This is an optimization exercise on Yosys and OpenROAD, whose aim is small area, not a production implementation. Function was checked by simulation only, so behaviour that the tests miss may differ from the original.

==> run H: inputs <==
==> flow/design.v <==
package pkt_meta_pkg;
    typedef struct packed {
        logic valid;
        logic sop;
        logic eop;
    } pkt_mark_t;
    typedef enum logic [3:0] {
        ACTION_NOMATCH = 4'd0,
        ACTION_MATCH   = 4'd1,
        ACTION_DROP    = 4'd2,
        ACTION_FORWARD = 4'd3
    } pdu_action_e;
    typedef struct packed {
        pdu_action_e action;
        logic [23:0] tag;
    } pdu_meta_t;
    typedef logic [4*16-1:0] fill_vec_t;
endpackage
package stats_reg_pkg;
    typedef enum logic [8-1:0] {
        REG_IN_PKT          = 8'd0,
        REG_OUT_PKT         = 8'd1,
        REG_DMA_PKT         = 8'd2,
        REG_CPU_NOMATCH_PKT = 8'd3,
        REG_CPU_MATCH_PKT   = 8'd4,
        REG_CTRL            = 8'd5,
        REG_MAX_DM2SM       = 8'd6,
        REG_MAX_SM2PG       = 8'd7,
        REG_MAX_PG2NF       = 8'd8,
        REG_MAX_NF2PDU      = 8'd9
    } stat_reg_e;
    typedef struct packed {
        logic [4-1:0]                          sel;
        logic [30-4-8-1:0] rsvd;
        logic [8-1:0]                          ofs;
    } status_addr_t;
    typedef struct packed {
        logic               read;
        logic               write;
        status_addr_t       addr;
        logic [32-1:0] writedata;
    } status_req_t;
    typedef struct packed {
        logic               valid;
        logic [32-1:0] readdata;
    } status_resp_t;
    typedef struct packed {
        logic [32-1:0] in_pkt;
        logic [32-1:0] out_pkt;
        logic [32-1:0] dma_pkt;
        logic [32-1:0] cpu_nomatch_pkt;
        logic [32-1:0] cpu_match_pkt;
    } evt_count_t;
    typedef logic [4*32-1:0] peak_vec_t;
    typedef struct packed {
        evt_count_t evt;
        peak_vec_t  peak;
    } stat_snapshot_t;
endpackage
`timescale 1ns/10ps
module stats_top (
    input  logic                 clk,
    input  logic                 rst_pkt,
    input  logic                 rst,
    input  logic [2:0]           in_mark_i,            
    input  logic [2:0]           out_mark_i,           
    input  logic                 out_ready_i,
    input  logic                 rb_update_valid_i,
    input  logic                 disable_pcie_i,
    output logic                 pcie_rb_update_valid_o,
    input  logic [27:0]          pdumeta_cpu_data_i,   
    input  logic                 pdumeta_cpu_valid_i,
    input  logic                 pdumeta_cpu_ready_i,
    input  logic [63:0]          fill_level_i,         
    input  logic [63:0]          status_req_i,         
    output logic [32:0]          status_resp_o,        
    output logic [32-1:0]   ctrl_o
);
    localparam int W  = 32;
    localparam int FW = 16;
    localparam int NC = 4;
    assign pcie_rb_update_valid_o = rb_update_valid_i & ~disable_pcie_i;
    logic         req_rd, req_wr, hit;
    logic [7:0]   ofs;
    logic [W-1:0] wd;
    assign req_rd = status_req_i[63];
    assign req_wr = status_req_i[62];
    assign hit    = (status_req_i[61:58] == 4'(0));
    assign ofs    = status_req_i[39:32];
    assign wd     = status_req_i[31:0];
    logic [4:0] ev;
    assign ev[0] = in_mark_i[2] & in_mark_i[0];
    assign ev[1] = out_mark_i[2] & out_mark_i[0] & out_ready_i;
    assign ev[2] = rb_update_valid_i;
    assign ev[3] = pdumeta_cpu_valid_i & pdumeta_cpu_ready_i & (pdumeta_cpu_data_i[27:24] == 4'd0);
    assign ev[4] = pdumeta_cpu_valid_i & pdumeta_cpu_ready_i & (pdumeta_cpu_data_i[27:24] == 4'd1);
    logic         rd1, wr1, is5_1;
    logic [2:0]   ofs1;
    logic [W-1:0] wdata1;
    logic [4:0]   ev1;
    logic         rp1;
    always_ff @(posedge clk) begin
        rd1    <= ~rst & req_rd & hit;
        wr1    <= ~rst & req_wr & hit;
        ofs1   <= (ofs < 8'd8) ? ofs[2:0] : 3'd7;
        wdata1 <= wd;
        ev1    <= ev;
        rp1    <= rst_pkt;
    end
    logic [W-1:0] ctrl_q;
    logic         ctrl_zero_q;
    logic [W-1:0] ctrl_q_nxt;
    logic         ctrl_zero_nxt;
    logic [4:0]   ld2;
    assign is5_1 = (ofs1 == 3'd5);
    assign ctrl_q_nxt    = wr1 ? wdata1 : ctrl_q;
    assign ctrl_zero_nxt = rst | (wr1 ? ~is5_1 : ctrl_zero_q);
    always_ff @(posedge clk) begin
        ctrl_q      <= ctrl_q_nxt;
        ctrl_zero_q <= ctrl_zero_nxt;
        for (int i = 0; i < 5; i++) begin
            ld2[i] <= wr1 & (ofs1 == 3'(i));
        end
    end
    assign ctrl_o = ctrl_zero_q ? '0 : ctrl_q;
    logic [W-1:0] cnt [5];
    logic [W-1:0] load_word;
    assign load_word = rp1 ? '0 : ctrl_q;
    localparam int SEG = 16;
    logic [W:0]   cy  [5];
    logic [W-1:0] inc [5];
    always_comb begin
        for (int i = 0; i < 5; i++) begin
            cy[i][0] = ev1[i];
            for (int b = 0; b < W; b++) begin
                inc[i][b] = cnt[i][b] ^ cy[i][b];
                if ((b + 1) % SEG == 0) begin
                    cy[i][b+1] = cy[i][b+1-SEG] & (&cnt[i][b -: SEG]);
                end else begin
                    cy[i][b+1] = cnt[i][b] & cy[i][b];
                end
            end
        end
    end
    always_ff @(posedge clk) begin
        for (int i = 0; i < 5; i++) begin
            cnt[i] <= (rp1 | ld2[i]) ? load_word : inc[i];
        end
    end
    logic [FW-1:0] peak [NC];
    logic [FW-1:0] peak_d [NC];
    logic          peak_vld, peak_vld_d;
    assign peak_vld = ~rp1;
    logic [FW:0] gt [NC];
    always_comb begin
        for (int c = 0; c < NC; c++) begin
            gt[c][0] = 1'b0;
            for (int b = 0; b < FW; b++) begin
                gt[c][b+1] = (fill_level_i[c*FW+b] & ~peak[c][b])
                           | (gt[c][b] & (fill_level_i[c*FW+b] | ~peak[c][b]));
            end
        end
    end
    always_ff @(posedge clk) begin
        peak_vld_d <= peak_vld;
        for (int c = 0; c < NC; c++) begin
            if (~peak_vld || gt[c][FW]) begin
                peak[c] <= fill_level_i[c*FW +: FW];
            end
            peak_d[c] <= peak[c];
        end
    end
    logic [W-1:0] rd_word;
    logic [4:0]    sel_cnt;
    logic [NC-1:0] sel_peak;
    logic          sel_ctrl, sel_bad;
    always_comb begin
        for (int i = 0; i < 5; i++) sel_cnt[i] = (ofs == 8'(i));
        for (int c = 0; c < NC; c++) sel_peak[c] = peak_vld_d & (ofs == 8'(6 + c));
        sel_ctrl = ~ctrl_zero_nxt & (ofs == 8'd5);
        sel_bad  = (ofs > 8'd9);
        rd_word = sel_bad ? 32'hDEADBEEF : '0;
        if (sel_ctrl) rd_word = rd_word | ctrl_q_nxt;
        for (int i = 0; i < 5; i++) begin
            if (sel_cnt[i]) rd_word = rd_word | cnt[i];
        end
        for (int c = 0; c < NC; c++) begin
            if (sel_peak[c]) rd_word = rd_word | {{(W-FW){1'b0}}, peak_d[c]};
        end
    end
    logic [W-1:0] rword1;
    logic [W-1:0] resp_data_q;
    logic         resp_valid_q;
    always_ff @(posedge clk) begin
        rword1       <= rd_word;
        resp_data_q  <= rword1;
        resp_valid_q <= ~rst & rd1;
    end
    assign status_resp_o = {resp_valid_q, resp_data_q};
endmodule
==> flow/flow/run.sh <==
#!/bin/bash
# The standard layout (standard.sh) with three changes:
#  - synthesis maps the combinational logic with an area-oriented ABC script
#    (flow/synth.tcl, flow/area.abc); registers are mapped as in the standard
#    synthesis, before ABC runs;
#  - the port buffers are the smallest buffer, sky130_fd_sc_hd__buf_1;
#  - the clock tree uses larger sink clusters and no dummy loads.
# make's output goes to standard.log; each ORFS step logs under orfs/logs/.
set -euo pipefail
W=$PWD
export MY_ABC_SCRIPT=$W/flow/area.abc
bash standard.sh \
  "SYNTH_SCRIPT=$W/flow/synth.tcl" \
  "BUFFER_PORTS_ARGS=-buffer_cell sky130_fd_sc_hd__buf_1" \
  "CTS_ARGS=-sink_clustering_enable -repair_clock_nets -dont_use_dummy_load -buf_list sky130_fd_sc_hd__clkbuf_16 -root_buf sky130_fd_sc_hd__clkbuf_16 -sink_clustering_size 35 -sink_clustering_max_diameter 60" \
  finish > standard.log 2>&1
==> flow/flow/area.abc <==
&get -n
&st
&syn2
&dch
&nf -a
&put
==> flow/flow/synth.tcl <==
# The standard synthesis script, with one change: the final ABC mapping
# of the combinational logic runs the area-oriented script named in
# MY_ABC_SCRIPT instead of ORFS's speed script. Registers are mapped before
# ABC runs, so they keep the standard synthesis's names and cells.
proc synth {args} { yosys synth -nofsm -noshare {*}$args }
proc abc {args} {
  set i [lsearch -exact $args -script]
  if { $i >= 0 && [info exists ::env(MY_ABC_SCRIPT)] } {
    lset args [expr {$i + 1}] $::env(MY_ABC_SCRIPT)
  }
  yosys abc {*}$args
}
source $::env(SCRIPTS_DIR)/synth.tcl
# left out here: clear keep_hierarchy, flatten, clean up, hide names made inside functions, write 1_2_yosys.v
==> flow/standard.sh <==
#!/bin/bash
# synth_recipe.tcl (not shown) runs the flow's synth.tcl, then flattens the netlist and writes it again
# the make line also repeats each setting of config.mk as NAME=value (left out here)
make -C /OpenROAD-flow-scripts/flow DESIGN_CONFIG=/design/flow/config.mk WORK_HOME=/design/flow/orfs CLKGATE_MAP_FILE= SYNTH_SCRIPT=/design/flow/synth_recipe.tcl "${@:-finish}"
==> flow/config.mk <==
export PLATFORM = sky130hd
export DESIGN_NAME = stats_top
export DESIGN_NICKNAME = stats_top
export VERILOG_FILES = /design/flow/design.v
export SDC_FILE = /design/flow/constraint.sdc
export NUM_CORES = 4
export LEC_CHECK = 0
export CAP_MARGIN = 20
export CORE_MARGIN = 2
export CORE_UTILIZATION = 72
export SLEW_MARGIN = 20
==> flow/constraint.sdc <==
create_clock -name core_clock -period 5.0 [get_ports {clk}]
set_input_delay 1.0000 -clock core_clock [delete_from_list [all_inputs] [get_ports {clk}]]
set_output_delay 1.0000 -clock core_clock [all_outputs]
set_load 0.01 [all_outputs]
==> run P: changes against run H <==
--- a/flow/design.v
+++ b/flow/design.v
@@ -97,3 +97,3 @@
     logic         rd1, wr1, is5_1;
-    logic [2:0]   ofs1;
+    logic [4:0]   ld1;
     logic [W-1:0] wdata1;
@@ -104,3 +104,6 @@
         wr1    <= ~rst & req_wr & hit;
-        ofs1   <= (ofs < 8'd8) ? ofs[2:0] : 3'd7;
+        is5_1  <= (ofs == 8'd5);
+        for (int i = 0; i < 5; i++) begin
+            ld1[i] <= (ofs == 8'(i));
+        end
         wdata1 <= wd;
@@ -114,3 +117,2 @@
     logic [4:0]   ld2;
-    assign is5_1 = (ofs1 == 3'd5);
     assign ctrl_q_nxt    = wr1 ? wdata1 : ctrl_q;
@@ -120,5 +122,3 @@
         ctrl_zero_q <= ctrl_zero_nxt;
-        for (int i = 0; i < 5; i++) begin
-            ld2[i] <= wr1 & (ofs1 == 3'(i));
-        end
+        ld2         <= wr1 ? ld1 : 5'd0;
     end
@@ -152,3 +152,2 @@
     logic          peak_vld, peak_vld_d;
-    assign peak_vld = ~rp1;
     logic [FW:0] gt [NC];
@@ -164,2 +163,3 @@
     always_ff @(posedge clk) begin
+        peak_vld   <= ~rst_pkt;
         peak_vld_d <= peak_vld;
--- a/flow/flow/run.sh
+++ b/flow/flow/run.sh
@@ -14,3 +14,3 @@
   "BUFFER_PORTS_ARGS=-buffer_cell sky130_fd_sc_hd__buf_1" \
-  "CTS_ARGS=-sink_clustering_enable -repair_clock_nets -dont_use_dummy_load -buf_list sky130_fd_sc_hd__clkbuf_16 -root_buf sky130_fd_sc_hd__clkbuf_16 -sink_clustering_size 35 -sink_clustering_max_diameter 60" \
+  "CTS_ARGS=-sink_clustering_enable -repair_clock_nets -dont_use_dummy_load -buf_list sky130_fd_sc_hd__clkbuf_16 -root_buf sky130_fd_sc_hd__clkbuf_16 -sink_clustering_size 35 -sink_clustering_max_diameter 70" \
   finish > standard.log 2>&1
- CORE_UTILIZATION: 72 -> 60
==> run X: changes against run H <==
--- a/flow/flow/run.sh
+++ b/flow/flow/run.sh
@@ -14,3 +14,3 @@
   "BUFFER_PORTS_ARGS=-buffer_cell sky130_fd_sc_hd__buf_1" \
-  "CTS_ARGS=-sink_clustering_enable -repair_clock_nets -dont_use_dummy_load -buf_list sky130_fd_sc_hd__clkbuf_16 -root_buf sky130_fd_sc_hd__clkbuf_16 -sink_clustering_size 35 -sink_clustering_max_diameter 60" \
+  "CTS_ARGS=-sink_clustering_enable -repair_clock_nets -dont_use_dummy_load -buf_list sky130_fd_sc_hd__clkbuf_16 -root_buf sky130_fd_sc_hd__clkbuf_16 -sink_clustering_size 24 -sink_clustering_max_diameter 80" \
   finish > standard.log 2>&1
- CORE_UTILIZATION: 72 -> 80
==> run B: changes against run H <==
--- a/flow/design.v
+++ b/flow/design.v
@@ -97,3 +97,3 @@
     logic         rd1, wr1, is5_1;
-    logic [2:0]   ofs1;
+    logic [4:0]   ld1;
     logic [W-1:0] wdata1;
@@ -104,3 +104,6 @@
         wr1    <= ~rst & req_wr & hit;
-        ofs1   <= (ofs < 8'd8) ? ofs[2:0] : 3'd7;
+        is5_1  <= (ofs == 8'd5);
+        for (int i = 0; i < 5; i++) begin
+            ld1[i] <= (ofs == 8'(i));
+        end
         wdata1 <= wd;
@@ -114,3 +117,2 @@
     logic [4:0]   ld2;
-    assign is5_1 = (ofs1 == 3'd5);
     assign ctrl_q_nxt    = wr1 ? wdata1 : ctrl_q;
@@ -120,5 +122,3 @@
         ctrl_zero_q <= ctrl_zero_nxt;
-        for (int i = 0; i < 5; i++) begin
-            ld2[i] <= wr1 & (ofs1 == 3'(i));
-        end
+        ld2         <= wr1 ? ld1 : 5'd0;
     end
@@ -128,3 +128,3 @@
     assign load_word = rp1 ? '0 : ctrl_q;
-    localparam int SEG = 16;
+    localparam int SEG = 11;
     logic [W:0]   cy  [5];
@@ -152,3 +152,2 @@
     logic          peak_vld, peak_vld_d;
-    assign peak_vld = ~rp1;
     logic [FW:0] gt [NC];
@@ -164,2 +163,3 @@
     always_ff @(posedge clk) begin
+        peak_vld   <= ~rst_pkt;
         peak_vld_d <= peak_vld;
==> flow/flow/run.sh (replaced) <==
#!/bin/bash
set -euo pipefail
bash standard.sh \
  "BUFFER_PORTS_ARGS=-buffer_cell sky130_fd_sc_hd__buf_1" \
  "CTS_ARGS=-sink_clustering_enable -repair_clock_nets -dont_use_dummy_load -buf_list sky130_fd_sc_hd__clkbuf_8 -root_buf sky130_fd_sc_hd__clkbuf_8 -sink_clustering_size 20 -sink_clustering_max_diameter 50" \
  finish > standard.log 2>&1
- CORE_UTILIZATION: 72 -> 60
removed: flow/flow/area.abc
removed: flow/flow/synth.tcl
==> results.toml <==
[sta]
slew-limit-headroom = 0.297
fin_worst_skew_ns = 0.0409
period_needed_ns = 4.14

[detailed_routing]
drtIter0Drc = 890

[cells_and_area]
diodes = 0
sh_seq_area = 0.519
final_cell_mix = "370 x dfxtp_1, 247 x nand2_1, 191 x buf_1"

[hold_path]
min-delay-start = "rword1[24]"

[pwr]
switching_share = 0.238
combinationalPower_uw = 535

[run_status]
status = "timing/DRC/antenna clean"
The numbers above come from run H.

==> results.toml <==
[synthesis]
synth_xor_area_frac = 0.00546

[cells_and_area]
sh_seq_area = 0.525
final_cell_mix = "374 x dfxtp_1, 221 x nand2_1, 191 x buf_1"
diodes = 0

[detailed_routing]
drtIter0Drc = 983
wl_met1_um = 17000

[hold_path]
min-delay-start = "rword1[28]"

[critical_path]
critical_path.slowest_cell = "dfxtp_1"

[sta]
slew-limit-headroom = 0.278
period_needed_ns = 4.08
fin_worst_skew_ns = 0.0548

[run_status]
status = "timing/DRC/antenna clean"

[pwr]
combinationalPower_uw = 521
The numbers above come from run P.

==> results.toml <==
[sta]
slew-limit-headroom = 0.226
fin_worst_skew_ns = 0.0526
period_needed_ns = 4.25

[cells_and_area]
final_cell_mix = "370 x dfxtp_1, 247 x nand2_1, 191 x buf_1"
diodes = 1
sh_seq_area = 0.524

[clock_tree]
htree_levels = 1

[pwr]
switching_share = 0.253
combinationalPower_uw = 594

[hold_path]
min-delay-start = "rword1[24]"

[detailed_routing]
drtIter0Drc = 1565

[run_status]
status = "timing/DRC/antenna clean"
The numbers above come from run X.

==> results.toml <==
[sta]
period_needed_ns = 3.38
fin_worst_skew_ns = 0.0660

[cells_and_area]
sh_seq_area = 0.480
diodes = 0
final_cell_mix = "368 x dfxtp_1, 206 x nor2_1, 189 x buf_1"

[run_status]
status = "timing/DRC/antenna clean"

[detailed_routing]
wl_met1_um = 20400
drtIter0Drc = 850

[hold_path]
min-delay-start = "peak[3][12]"

[pwr]
combinationalPower_uw = 448
switching_share = 0.251

[synthesis]
syn_nets = 1931
The numbers above come from run B.

-- re-timing with driven ports --
How much do the figures lean on ideal ports? The routed layouts below were timed once more, with nothing changed but the port constraints.
Step 1 sets driving cells, clkbuf_16 on the clock port and buf_2 on the other inputs (assumed; they add their load-dependent delay and slew).
Step 2 adds t to the input delays and takes it off the output delays; t is the mean of the earliest and latest rising clock arrival at the registers after step 1. Input paths then give back, and output paths get back, about the clock's delay inside the block.
Slacks: ideal ports / drivers / drivers and shift; pairs: ideal ports / drivers.
run	t, ns	slack for setup (ns)	clock arrival spread, ns
run H	0.595	0.858 / 0.858 / 0.858	0.041 / 0.041
run P	0.578	0.923 / 0.923 / 0.923	0.062 / 0.063
run X	0.558	0.746 / 0.746 / 0.746	0.053 / 0.053
run B	0.591	1.619 / 1.619 / 1.249	0.069 / 0.069
After both steps setup and hold are still met in every run listed. The setup slack of run B, which loses most, moves by 0.000 ns with the drivers and by -0.370 ns with both steps.
